From an optimization exercise on the open Yosys and OpenROAD flow, aimed at small area; shortcuts taken in it are not production practice. In this exercise RTL edits were held to simulation tests only and were not proved equivalent to the original.

==> job 6794 <==
==> flow/design.v (excerpt) <==
module rv_core_top
(
    input  wire logic            clk_i,
    input  wire logic            rst_n_i,
    output logic      [XLEN-1:0] inst_addr_o,
    input  wire logic [XLEN-1:0] inst_i,
    output logic                 mem_wen_o,
    output logic      [XLEN-1:0] mem_waddr_o,
    output logic      [XLEN-1:0] mem_wdata_o,
    output logic      [7:0]      mem_wmask_o,
    output logic      [XLEN-1:0] mem_raddr_o,
    input  wire logic [XLEN-1:0] mem_rdata_i
);
export LEC_CHECK = 0
export CAP_MARGIN = 20
export CORE_MARGIN = 2
export CORE_UTILIZATION = 30
export CTS_BUF_LIST = sky130_fd_sc_hd__clkbuf_4 sky130_fd_sc_hd__clkbuf_8
export SLEW_MARGIN = 20
create_clock -name core_clock -period 13.0 [get_ports {clk_i}]
run.sh (not shown) runs the stock make flow with config.mk's settings and CLKGATE_MAP_FILE= SYNTH_SCRIPT=/design/flow/synth_recipe.tcl, a recipe that flattens the netlist after the stock synthesis.
==> job 2959 (differences from job 6794) <==
--- a/flow/design.v
+++ b/flow/design.v
@@ -54,69 +54,74 @@
     output logic                 jal_o,
     output logic                 jalr_o,
     output logic                 lw_o,
     output logic                 sw_o,
     output logic    [SLICE-1:0]  imm_slice_o
 );
     logic [6:0]      opcode;
     logic [2:0]      funct3;
-    logic [XLEN-1:0] imm;
     assign opcode = inst_i[6:0];
     assign funct3 = inst_i[14:12];
     assign addi_o  = (opcode == OPC_OP_IMM) && (funct3 == F3_ADDI);
     assign lui_o   = (opcode == OPC_LUI);
     assign auipc_o = (opcode == OPC_AUIPC);
     assign jal_o   = (opcode == OPC_JAL);
     assign jalr_o  = (opcode == OPC_JALR) && (funct3 == F3_JALR);
     assign lw_o    = (opcode == OPC_LOAD) && (funct3 == F3_LW);
     assign sw_o    = (opcode == OPC_STORE) && (funct3 == F3_SW);
+    logic            fmt_s;
+    logic            fmt_u;
+    logic            fmt_j;
+    logic [SLICE-1:0] sgn;
+    assign fmt_s = sw_o;
+    assign fmt_u = lui_o | auipc_o;
+    assign fmt_j = jal_o;
+    assign sgn   = {SLICE{inst_i[31]}};
     always_comb begin
-        if (lui_o || auipc_o) begin
-            imm = {inst_i[31:12], 12'b0};
-        end else if (jal_o) begin
-            imm = {{(XLEN-20){inst_i[31]}}, inst_i[19:12], inst_i[20], inst_i[30:21], 1'b0};
-        end else if (sw_o) begin
-            imm = {{(XLEN-12){inst_i[31]}}, inst_i[31:25], inst_i[11:7]};
-        end else begin
-            imm = {{(XLEN-12){inst_i[31]}}, inst_i[31:20]};
-        end
-    end
-    assign imm_slice_o = imm[ph_i*SLICE +: SLICE];
+        case (ph_i)
+            3'd0: imm_slice_o = fmt_u ? '0 : fmt_s ? inst_i[10:7] :
+                                fmt_j ? {inst_i[23:21], 1'b0} : inst_i[23:20];
+            3'd1: imm_slice_o = fmt_u ? '0 : fmt_s ? {inst_i[27:25], inst_i[11]} : inst_i[27:24];
+            3'd2: imm_slice_o = fmt_u ? '0 : fmt_j ? {inst_i[20], inst_i[30:28]} : inst_i[31:28];
+            3'd3: imm_slice_o = (fmt_u | fmt_j) ? inst_i[15:12] : sgn;
+            3'd4: imm_slice_o = (fmt_u | fmt_j) ? inst_i[19:16] : sgn;
+            3'd5: imm_slice_o = fmt_u ? inst_i[23:20] : sgn;
+            3'd6: imm_slice_o = fmt_u ? inst_i[27:24] : sgn;
+            default: imm_slice_o = fmt_u ? inst_i[31:28] : sgn;
+        endcase
+    end
 endmodule
 `default_nettype wire
 `timescale 1ns/1ps
 `default_nettype none
 import rv_pkg::*;
 module rv_regfile
 (
     input  wire logic                  clk_i,
     input  wire logic                  clr_i,
-    input  wire logic [REG_ADDR_W-1:0] raddr1_i,
-    input  wire logic [REG_ADDR_W-1:0] raddr2_i,
-    output logic      [SLICE-1:0]      rdata1_o,
-    output logic      [SLICE-1:0]      rdata2_o,
+    input  wire logic [REG_ADDR_W-1:0] raddr_i,
+    output logic      [SLICE-1:0]      rdata_o,
     input  wire logic                  wen_i,
     input  wire logic [REG_ADDR_W-1:0] waddr_i,
     input  wire logic [SLICE-1:0]      wdata_i
 );
     localparam int NUM_REGS = 2 ** REG_ADDR_W;
     logic [SLICE-1:0] slice [NUM_REGS];
     assign slice[0] = '0;
     for (genvar r = 1; r < NUM_REGS; r++) begin : g_reg
         logic [XLEN-1:0] q;
         logic            we;
         assign we = clr_i | (wen_i & (waddr_i == REG_ADDR_W'(r)));
         always_ff @(posedge clk_i) begin
             q <= {we ? wdata_i : q[SLICE-1:0], q[XLEN-1:SLICE]};
         end
         assign slice[r] = q[SLICE-1:0];
     end
-    assign rdata1_o = slice[raddr1_i];
-    assign rdata2_o = slice[raddr2_i];
+    assign rdata_o = slice[raddr_i];
 endmodule
 `default_nettype wire
 `timescale 1ns/1ps
 `default_nettype none
 import rv_pkg::*;
 module rv_exu
 (
     input  wire logic             clk_i,
@@ -152,125 +157,135 @@
     output logic      [XLEN-1:0] mem_waddr_o,
     output logic      [XLEN-1:0] mem_wdata_o,
     output logic      [7:0]      mem_wmask_o,
     output logic      [XLEN-1:0] mem_raddr_o,
     input  wire logic [XLEN-1:0] mem_rdata_i
 );
     logic [PH_W-1:0]  ph_q;
     logic             clr_q;
-    logic             p2_q;
+    logic             lw2_q;
+    logic             sw2_q;
     logic             wen_q;
+    logic             p1;
     logic             first;
     logic             last;
     logic             addi, lui, auipc, jal, jalr, lw, sw;
     logic [SLICE-1:0] imm_slice;
-    logic [SLICE-1:0] rs1_slice;
-    logic [SLICE-1:0] rs2_slice;
+    logic [SLICE-1:0] rs_slice;
     logic [SLICE-1:0] pc_slice;
     logic [SLICE-1:0] op1;
     logic [SLICE-1:0] sum;
     logic [SLICE-1:0] link;
     logic [XLEN-1:0]  pc;
+    logic [REG_ADDR_W-1:0] fld_q;
+    logic [REG_ADDR_W-1:0] rf_raddr;
+    logic [REG_ADDR_W-1:0] rf_waddr;
     logic             rf_wen;
     logic [SLICE-1:0] rf_wdata;
     logic [XLEN-1:0]  addr_q;
-    logic [XLEN-1:0]  addr_next;
-    logic [SLICE-1:0] addr_in;
     logic [XLEN-1:0]  data_q;
-    logic             pc_load;
-    logic             mem_op;
-    assign first  = (ph_q == '0);
-    assign last   = (ph_q == PH_W'(NPH - 1));
-    assign mem_op = lw | sw;
+    logic [XLEN-1:0]  data_next;
+    logic [SLICE-1:0] data_in;
+    assign first = (ph_q == '0);
+    assign last  = (ph_q == PH_W'(NPH - 1));
+    assign p1    = ~clr_q & ~lw2_q & ~sw2_q;
     always_ff @(posedge clk_i or negedge rst_n_i) begin
         if (!rst_n_i) begin
             ph_q  <= '0;
             clr_q <= 1'b1;
-            p2_q  <= 1'b0;
+            lw2_q <= 1'b0;
+            sw2_q <= 1'b0;
             wen_q <= 1'b0;
         end else begin
             ph_q  <= ph_q + 1'b1;
-            wen_q <= last & ~clr_q & ~p2_q & sw;
+            wen_q <= last & sw2_q;
             if (last) begin
                 clr_q <= 1'b0;
-                p2_q  <= ~clr_q & ~p2_q & mem_op;
+                lw2_q <= p1 & lw;
+                sw2_q <= p1 & sw;
             end
+        end
+    end
+    always_ff @(posedge clk_i) begin
+        if (p1) begin
+            fld_q <= sw ? inst_i[24:20] : inst_i[11:7];
         end
     end
     rv_idu i_rv_idu (
         .inst_i      (inst_i),
         .ph_i        (ph_q),
         .addi_o      (addi),
         .lui_o       (lui),
         .auipc_o     (auipc),
         .jal_o       (jal),
         .jalr_o      (jalr),
         .lw_o        (lw),
         .sw_o        (sw),
         .imm_slice_o (imm_slice)
     );
+    assign rf_raddr = sw2_q ? fld_q : inst_i[19:15];
+    assign rf_waddr = lw2_q ? fld_q : inst_i[11:7];
     rv_regfile i_rv_regfile (
         .clk_i    (clk_i),
         .clr_i    (clr_q),
-        .raddr1_i (inst_i[19:15]),
-        .raddr2_i (inst_i[24:20]),
-        .rdata1_o (rs1_slice),
-        .rdata2_o (rs2_slice),
+        .raddr_i  (rf_raddr),
+        .rdata_o  (rs_slice),
         .wen_i    (rf_wen),
-        .waddr_i  (inst_i[11:7]),
+        .waddr_i  (rf_waddr),
         .wdata_i  (rf_wdata)
     );
     rv_pc_reg i_rv_pc_reg (
         .clk_i      (clk_i),
-        .load_i     (pc_load),
-        .pc_next_i  (addr_next),
+        .load_i     (last & (clr_q | p1)),
+        .pc_next_i  (data_next),
         .ph_i       (ph_q),
         .pc_o       (pc),
         .pc_slice_o (pc_slice)
     );
-    assign op1 = lui ? '0 : ((auipc | jal) ? pc_slice : rs1_slice);
+    assign op1 = lui ? '0 : ((auipc | jal) ? pc_slice : rs_slice);
     rv_exu i_rv_exu (
         .clk_i   (clk_i),
         .first_i (first),
         .a_i     (op1),
         .b_i     (imm_slice),
         .pc_i    (pc_slice),
         .sum_o   (sum),
         .link_o  (link)
     );
-    assign rf_wen = ~clr_q & (p2_q ? lw : (addi | lui | auipc | jal | jalr));
+    assign rf_wen = lw2_q | (p1 & (addi | lui | auipc | jal | jalr));
     always_comb begin
         if (clr_q) begin
             rf_wdata = '0;
-        end else if (p2_q) begin
+        end else if (lw2_q) begin
             rf_wdata = first ? mem_rdata_i[SLICE-1:0] : data_q[SLICE-1:0];
         end else if (jal | jalr) begin
             rf_wdata = link;
         end else begin
             rf_wdata = sum;
         end
     end
+    always_ff @(posedge clk_i) begin
+        addr_q <= {sw2_q ? addr_q[SLICE-1:0] : sum, addr_q[XLEN-1:SLICE]};
+    end
     always_comb begin
         if (clr_q) begin
-            addr_in = '0;
-        end else if (~p2_q & (jal | jalr | mem_op)) begin
-            addr_in = sum;
-        end else begin
-            addr_in = link;
-        end
-    end
-    assign addr_next = {addr_in, addr_q[XLEN-1:SLICE]};
-    assign pc_load   = last & (clr_q | p2_q | ~mem_op);
-    always_ff @(posedge clk_i) begin
-        addr_q <= addr_next;
-    end
-    always_ff @(posedge clk_i) begin
-        data_q[XLEN-1:XLEN-SLICE] <= rs2_slice;
-        if (p2_q & first) begin
+            data_in = '0;
+        end else if (sw2_q) begin
+            data_in = rs_slice;
+        end else if (jal | jalr) begin
+            data_in = sum;
+        end else begin
+            data_in = link;
+        end
+    end
+    assign data_next = {data_in, data_q[XLEN-1:SLICE]};
+    always_ff @(posedge clk_i) begin
+        data_q[XLEN-1:XLEN-SLICE] <= data_in;
+        if (lw2_q & first) begin
             data_q[XLEN-SLICE-1:0] <= mem_rdata_i[XLEN-1:SLICE];
         end else begin
             data_q[XLEN-SLICE-1:0] <= data_q[XLEN-1:SLICE];
         end
     end
     assign inst_addr_o = pc;
     assign mem_raddr_o = addr_q;
     assign mem_waddr_o = addr_q;
==> flow/flow/run.sh (new file) <==
#!/bin/bash
# Own layout flow: the standard ORFS flow (bash standard.sh), with port
# buffers of the smallest buffer cell and a clock tree of larger sink
# clusters. Each tool's output goes to a log file in the work folder.
set -euo pipefail
CTS="-sink_clustering_enable -repair_clock_nets -dont_use_dummy_load"
CTS="$CTS -buf_list sky130_fd_sc_hd__clkbuf_16 -sink_clustering_size 40 -sink_clustering_max_diameter 60"
bash standard.sh \
    "BUFFER_PORTS_ARGS=-buffer_cell sky130_fd_sc_hd__buf_1" \
    "CTS_ARGS=$CTS" \
    finish > standard.log 2>&1
==> flow/standard.sh (new file) <==
#!/bin/bash
# synth_recipe.tcl (not shown) runs the flow's synth.tcl, then flattens the netlist and writes it again
# the make line also repeats each setting of config.mk as NAME=value (left out here)
make -C /OpenROAD-flow-scripts/flow DESIGN_CONFIG=/design/flow/config.mk WORK_HOME=/design/flow/orfs CLKGATE_MAP_FILE= SYNTH_SCRIPT=/design/flow/synth_recipe.tcl "${@:-finish}"
==> flow/config.mk (replaced) <==
export PLATFORM = sky130hd
export DESIGN_NAME = rv_core_top
export DESIGN_NICKNAME = rv_core_top
export VERILOG_FILES = /design/flow/design.v
export SDC_FILE = /design/flow/constraint.sdc
export NUM_CORES = 8
export LEC_CHECK = 0
export CAP_MARGIN = 20
export CORE_MARGIN = 2
export CORE_UTILIZATION = 60
export SLEW_MARGIN = 20
removed: flow/run.sh
==> Flow_metrics.wiki <==
{| class="wikitable"
! Metric !! Value
|-
| Outcome || timing/DRC/antenna clean
|-
| Instance count on the critical path || 15
|-
| Multi-input combinational gate total || 874
|-
| Setup Slack @ Placement || 5.866 ns
|-
| Chip Width || 315.6 um
|-
| Post-detailed-placement half-perimeter wirelength || 53.69 mm
|-
| Count of plain and timing-repair buffers || 217
|-
| Share of cell area taken by multi-input logic gates || 17.21%
|}
The numbers above come from job 6794.

==> Flow_metrics.wiki <==
{| class="wikitable"
! Metric !! Value
|-
| Outcome || timing/DRC/antenna clean
|-
| Multi-input combinational gate total || 736
|-
| Count of plain and timing-repair buffers || 203
|-
| Instance count on the critical path || 14
|-
| Post-detailed-placement half-perimeter wirelength || 40.51 mm
|-
| Setup repair after global routing missed its margin || false
|-
| Share of cell area taken by multi-input logic gates || 17.83%
|-
| Biggest cell category by area in the final layout || registers
|-
| Chip Width || 222.3 um
|-
| Setup Slack @ Placement || 5.561 ns
|}
The numbers above come from job 2959.

-- port drivers added, routing unchanged --
No port has a modelled driver above. Below, the same layouts with a new extraction and two added sets of constraints. Step 1, drivers: a clkbuf_16 drives clk_i and a buf_2 each remaining input, both assumed. Step 2 times the ports against the registers' clock, not the clock port: input delays grow and output delays shrink by t, the midpoint of the rising clock arrivals with the driver on. Three values: no drivers, after step 1, after step 2; two values: the first two.
run | t (ns) | slack for setup (ns) | worst register clock-pin slew, ns | worst data-port slew with drivers (ns) | cell pins on the clock port's net
job 6794 | 0.841 | 6.597 / 6.557 / 5.716 | 0.08 / 0.08 | 0.10 | 1
job 2959 | 0.650 | 6.158 / 6.177 / 5.527 | 0.13 / 0.13 | 0.06 | 1
After both steps every run listed still meets setup and hold. The setup slack of job 6794, which loses most, moves by -0.040 ns with the drivers and by -0.881 ns with both steps.
